What follows belongs to an exercise in optimizing a design on an open flow for small area, a short achievable clock period and few clock cycles per item; a production flow would make more cautious choices.
At most, simulation tests tie the RTL to the original design; equivalence was not proved.

==> inputs of 09-21 <==
// best_disp_select
module best_disp_select #(
    parameter int unsigned NPIX_LOG2 = 8
) (
    input  logic               clk,
    input  logic               rst,
    input  logic               frame_start,
    input  logic [10:0]        fsum,
    input  logic               valid,
    input  logic               last,
    input  logic [13:0]        g2sum,
    input  logic [10:0]        gsum,
    input  logic [13:0]        fg,
    input  logic [5:0]         place,
    output logic               busy,
    output logic [5:0]         best_place,
    output logic               best_valid,
    output logic               done,
    output logic               overrun
);
clock: 12.0 ns
lec_check: 0
cap_margin: 20
core_margin: 2
core_utilization: 40
slew_margin: 20
standard.sh (not shown) runs the stock make flow with config.mk's settings and CLKGATE_MAP_FILE= SYNTH_SCRIPT=/design/flow/synth_recipe.tcl, a recipe that flattens the netlist after the stock synthesis.
==> flow/flow/run.sh <==
#!/bin/bash
set -euo pipefail
bash standard.sh SETUP_SLACK_MARGIN=7.3 "CTS_ARGS=-sink_clustering_enable -repair_clock_nets -dont_use_dummy_load -buf_list sky130_fd_sc_hd__clkbuf_4" finish > make.log 2>&1
==> inputs of 01-15, as changes to 09-21 <==
Settings changed: CORE_UTILIZATION 40 to 55.
==> inputs of 03-20, as changes to 09-21 <==
==> flow/flow/run.sh (replaced) <==
#!/bin/bash
set -euo pipefail
bash standard.sh SETUP_SLACK_MARGIN=7.0 "CTS_ARGS=-sink_clustering_enable -repair_clock_nets -dont_use_dummy_load -buf_list sky130_fd_sc_hd__clkbuf_4" finish > make.log 2>&1
==> comparison table <==
item                                                         09-21      01-15      03-20
Routed met2 length                                        36400 um   41600 um   36700 um
X dimension of the die                                      311 um     266 um     311 um
WP buf/inv                                                       4          1          2
Placed inst area                                         39700 um2  39200 um2  39700 um2
Clk latency of the worst-skew pair                         1040 ps     990 ps    1030 ps
Share of the core filled with cells                          0.447      0.618      0.443
Highest clock rate                                       0.212 GHz  0.212 GHz  0.210 GHz
Detailed-router iteration count before antenna repair            6          5          6
Post-Place Setup Slack                                     6740 ps    6640 ps    6580 ps
Buffers outside the clock class                                141        171        116
Result of the run                         timing/DRC/antenna clean  timing/DRC/antenna clean  timing/DRC/antenna clean
First-pass GRT wire length                               128000 um  137000 um  129000 um
Routability-driven placement congestion ratio                0.885      0.898      0.869
Final critical path time including I/O delays and setup    4710 ps    4730 ps    4770 ps
Average wire length per cell after detail routing          16.5 um    19.5 um    16.5 um
Worst setup slack for register-to-register paths           7290 ps    7270 ps    7230 ps
Average vias per placed instance                              5.00       5.60       5.02
GRT met2 Usage                                               0.267      0.413      0.271
Testbench counts of 09-21, summed over its fixed seeds: cycles 10,412, items 9,296.
Testbench counts of 01-15, summed over its fixed seeds: cycles 10,412, items 9,296.
Testbench counts of 03-20, summed over its fixed seeds: cycles 10,412, items 9,296.

* * *

==> trial 50 <==
best_disp_select, a different RTL version from the one above (not shown whole).
make LEC_CHECK=0 CAP_MARGIN=20 CORE_MARGIN=2 CORE_UTILIZATION=40 SLEW_MARGIN=20 finish   # period 12.0 ns
run.sh (not shown) runs the stock make flow with config.mk's settings and CLKGATE_MAP_FILE= SYNTH_SCRIPT=/design/flow/synth_recipe.tcl, a recipe that flattens the netlist after the stock synthesis.
Stock flow here: none of the scripts above is used.
==> build 31 (differences from trial 50) <==
Settings changed: SETUP_SLACK_MARGIN from default to 5.
==> impl_metrics.json <==
{
  "status": "complete, no violations",
  "buf_share_pct": 2.090,
  "slowest_stage": "mux4_2"
}
the above is filed under build 31

==> impl_metrics.json <==
{
  "buf_share_pct": 2.075,
  "slowest_stage": "dfxtp_1",
  "die_w_um": 313.9,
  "status": "complete, no violations"
}
the above is filed under trial 50

No functional check of the RTL was part of any run of this note.

* * *

==> branch willow: inputs <==
Another version of the RTL of best_disp_select (not shown whole).
make LEC_CHECK=0 CAP_MARGIN=20 CORE_MARGIN=2 CORE_UTILIZATION=40 SETUP_SLACK_MARGIN=5 SLEW_MARGIN=20 finish   # period 12.0 ns
==> branch xenon (differences from branch willow) <==
SETUP_SLACK_MARGIN = default   (was 5)
==> qor summary <==
quantity                                             branch willow  branch xenon
End of the critical path                                  rf_k[22]      rf_k[23]
Clock-cell share of area                                     5.10%         5.10%
Worst-case reg-to-reg path depth                                21            23
Slew headroom                                                24.3%         24.2%
F_max                                                    0.153 GHz     0.149 GHz
Total stage count of the critical path                          21            23
Result of the run                         timing/DRC/antenna clean  timing/DRC/antenna clean
Met3 wire length                                           3.54 mm       3.59 mm
Final core utilization                                       44.5%         44.5%
Met1 Routed Length                                         41.2 mm       41.1 mm
CP peak stage delay                                         560 ps        570 ps
Final cell area excluding filler cells                   42900 µm²     42900 µm²
Filler cells                                                  9253          9254
Routed vias                                                  26400         26400
Time the worst path needs with I/O delays and setup        6550 ps       6730 ps
Testbench counts of branch willow, summed over its fixed seeds: cycles 10,366, items 9,296.
Testbench counts of branch xenon, summed over its fixed seeds: cycles 10,366, items 9,296.

## port drivers added, routing unchanged
How much do the figures lean on ideal ports? The routed layouts below were timed once more, with nothing changed but the port constraints. Step 1 assumes that a clkbuf_16 drives the clock port and a buf_2 every other input. Step 2 times the ports against the registers' clock, not the clock port: input delays grow and output delays shrink by t, the midpoint of the rising clock arrivals with the driver on. Slacks: ideal ports / drivers / drivers and shift; pairs: ideal ports / drivers.
run	t (ns)	slack for setup (ns)	worst setup path at the end	worst register clock-pin slew, ns	cell pins on the clock port's net
09-21	1.023	7.292 / 7.292 / 7.292	register to register	0.07 / 0.07	1
01-15	1.006	7.275 / 7.275 / 7.275	register to register	0.07 / 0.07	1
03-20	1.040	7.228 / 7.185 / 7.228	register to register	0.07 / 0.07	1
trial 50	0.675	4.965 / 4.965 / 4.965	register to register	0.06 / 0.06	1
build 31	0.682	5.478 / 5.478 / 5.478	register to register	0.06 / 0.06	1
branch willow	0.711	5.449 / 5.449 / 5.449	register to register	0.07 / 0.07	1
branch xenon	0.711	5.273 / 5.273 / 5.273	register to register	0.07 / 0.07	1
After both steps every run listed still meets setup and hold.
